From an optimization exercise on the open Yosys and OpenROAD flow, aimed at small area, a short achievable clock period and few clock cycles per item; shortcuts taken in it are not production practice.
Where RTL was checked, it was by simulation tests only, not by an equivalence proof against the original.

==> flow/design.v (excerpt) <==
module ifft_core #(
    parameter int N     = 16,
    parameter int LOG2N = 4,
    parameter int DW    = 8,
    parameter int TW    = 8
) (
    input  logic          clk,
    input  logic          rst,
    input  logic          in_valid,
    output logic          in_ready,
    input  logic [DW-1:0] in_re,
    input  logic [DW-1:0] in_im,
    output logic          out_valid,
    input  logic          out_ready,
    output logic [DW-1:0] out_re,
    output logic [DW-1:0] out_im,
    output logic          out_last,
    output logic          busy
);
clock: 15.0 ns
lec_check: 0
cap_margin: 20
core_margin: 2
core_utilization: 25
place_density: 0.6
slew_margin: 20
standard.sh (not shown) runs the stock make flow with config.mk's settings and CLKGATE_MAP_FILE= SYNTH_SCRIPT=/design/flow/synth_recipe.tcl, a recipe that flattens the netlist after the stock synthesis.
==> flow/flow/run.sh <==
#!/bin/bash
# Standard layout, with timing repair asked to leave SETUP_SLACK_MARGIN ns of
# setup slack at the design's clock (so it works towards a shorter period),
# and a clock tree of smaller buffers without dummy balancing loads.
# The synthesis is the standard one, unchanged. Each step's output goes to a log here.
set -euo pipefail
MARGIN=$(cat flow/margin.txt)
CTS="$(cat flow/cts_args.txt)"
bash standard.sh synth > synth.log 2>&1
bash standard.sh SETUP_SLACK_MARGIN="$MARGIN" CTS_ARGS="$CTS" finish > layout.log 2>&1
==> flow/flow/cts_args.txt <==
-sink_clustering_enable -repair_clock_nets -dont_use_dummy_load -sink_clustering_size 24 -buf_list sky130_fd_sc_hd__clkbuf_8
==> flow/flow/margin.txt <==
10.6
Testbench counts at the start, summed over its fixed seeds: cycles 4,360, frames 256.
Then changed:
==> flow/flow/margin.txt (replaced) <==
10.8
PLACE_DENSITY = 0.45   (was 0.6)
Outcome: Register-to-register slack is better by 20 ps. Non-clock buffer count went down by 2. Area after synthesis does not change.
Then changed:
==> flow/flow/margin.txt (replaced) <==
10.6
PLACE_DENSITY = 0.35   (was 0.45)
After rerunning: The new run finished clean. Worst hold slack is worse by 5.6 ps. Cell area goes up by about 0.7%. Area after synthesis does not change. Core utilization goes up by 0.21 points. Setup slack is worse by 110 ps. Global-route usage goes up by 1.3 points. Via count goes up by 2.2%. First-iteration DRC count goes down by about 3.4%. Die area does not change.
Then changed:
==> flow/flow/cts_args.txt (replaced) <==
-sink_clustering_enable -repair_clock_nets -dont_use_dummy_load -sink_clustering_size 16 -sink_clustering_max_diameter 120 -buf_list sky130_fd_sc_hd__clkbuf_8
PLACE_DENSITY = 0.45   (was 0.35)
What happened: The changed run completed without violations; global-route usage fell by 1.4 points; worst hold slack is about the same; utilization came out lower by 0.38 points; non-clock buffer count rises by 21; area after synthesis is unchanged; setup slack improved by 120 ps; wire length went down by 11%; die area stays the same.
Then changed:
==> flow/flow/run.sh (replaced) <==
#!/bin/bash
# Standard layout. Placement runs with the standard settings; clock tree
# synthesis and global routing then run with timing repair asked to leave
# SETUP_SLACK_MARGIN ns of setup slack at the design's clock (so it works
# towards a shorter period), and a clock tree of smaller buffers without dummy
# balancing loads. The synthesis is the standard one, unchanged.
# Each step's output goes to a log file here.
set -euo pipefail
MARGIN=$(cat flow/margin.txt)
CTS="$(cat flow/cts_args.txt)"
bash standard.sh synth > synth.log 2>&1
bash standard.sh place > place.log 2>&1
bash standard.sh SETUP_SLACK_MARGIN="$MARGIN" CTS_ARGS="$CTS" finish > layout.log 2>&1
==> flow/flow/cts_args.txt (replaced) <==
-sink_clustering_enable -repair_clock_nets -dont_use_dummy_load -sink_clustering_size 24 -buf_list sky130_fd_sc_hd__clkbuf_8
What happened: Die area stays the same; final cell count rose by about 1.2%; sequential share of layout area goes down by 0.67 points; fmax came out lower by 1.9%; register-to-register slack is worse by 100 ps; final area grows by 1.5%; synthesized area is unchanged; global-route usage goes up by 0.27 points; hold slack degrades by 54 ps.


ifft_core, a different RTL version from the one above (not shown whole).
Size: about 2800 cells after synthesis, roughly 600 flip-flops, roughly 40 I/O pins.
export LEC_CHECK = 0
export CAP_MARGIN = 20
export CORE_MARGIN = 2
export CORE_UTILIZATION = 25
export PLACE_DENSITY = 0.45
export SLEW_MARGIN = 20
create_clock -name core_clock -period 15.0 [get_ports {clk}]
==> flow/flow/run.sh <==
#!/bin/bash
# Standard layout, with timing repair asked to leave SETUP_SLACK_MARGIN ns of
# setup slack at the design's clock (so it works towards a shorter period),
# and a clock tree of smaller buffers without dummy balancing loads.
# The synthesis is the standard one, unchanged. Each step's output goes to a log here.
set -euo pipefail
MARGIN=$(cat flow/margin.txt)
CTS="$(cat flow/cts_args.txt)"
bash standard.sh synth > synth.log 2>&1
bash standard.sh SETUP_SLACK_MARGIN="$MARGIN" CTS_ARGS="$CTS" finish > layout.log 2>&1
==> flow/flow/cts_args.txt <==
-sink_clustering_enable -repair_clock_nets -dont_use_dummy_load -sink_clustering_size 24 -buf_list sky130_fd_sc_hd__clkbuf_8
==> flow/flow/margin.txt <==
10.75
The first run finished with timing, DRC and antenna clean.
Rerun with:
==> flow/flow/margin.txt (replaced) <==
10.6
After rerunning:
- The changed run completed without violations
- clock-buffer cell count rose by 3
- core utilization fell by 0.69 points
Rerun with:
==> flow/flow/margin.txt (replaced) <==
11.0
Effect:
- setup slack gets worse by 0.047 ns
- wire length increases by a few percent
- core utilization increases by 1.5 points
- register-to-register slack gets worse by 0.05 ns
- via count increases by a few percent
- clock skew decreases by 0.021 ns
- design area increases by a few percent
- sequential share of layout area decreases by 2.2 points
Function was not checked in any run of this note: the RTL went through the layout flow alone.

## afterwards: timing with drivers on the ports
No port has a modelled driver above. Below, the same layouts with a new extraction and two added sets of constraints. Step 1 assumes that a clkbuf_16 drives the clock port and a buf_2 every other input. Step 2 also shifts input and output timing later by t, the mid clock arrival at the registers, as if the neighbouring blocks saw the same clock. Slacks: ideal ports / drivers / drivers and shift; pairs: ideal ports / drivers.
| run | shift t [ns] | setup WS [ns] | worst hold slack (ns) | worst setup path after step 2 |
|---|---|---|---|---|
| the first run of note 1 | 0.778 | 10.459 / 10.459 / 10.086 | 0.357 / 0.357 / 0.357 | input to register |
| the second run of note 1 | 0.801 | 10.483 / 10.483 / 10.182 | 0.359 / 0.359 / 0.359 | input to register |
| the third run of note 1 | 0.809 | 10.369 / 10.369 / 10.072 | 0.353 / 0.353 / 0.353 | input to register |
| the fourth run of note 1 | 0.724 | 10.486 / 10.420 / 10.103 | 0.355 / 0.355 / 0.355 | input to register |
| the fifth run of note 1 | 0.821 | 10.397 / 10.397 / 9.873 | 0.301 / 0.301 / 0.301 | input to register |
| the first run of note 2 | 0.799 | 10.538 / 10.538 / 10.147 | 0.353 / 0.353 / 0.353 | input to register |
| the second run of note 2 | 0.775 | 10.584 / 10.523 / 10.006 | 0.356 / 0.356 / 0.356 | input to register |
| the third run of note 2 | 0.795 | 10.538 / 10.477 / 10.286 | 0.328 / 0.328 / 0.328 | input to register |
After both steps every run listed still meets setup and hold. For the second run of note 2, which loses most, drivers alone change the setup slack by -0.061 ns; drivers and shift together by -0.578 ns.
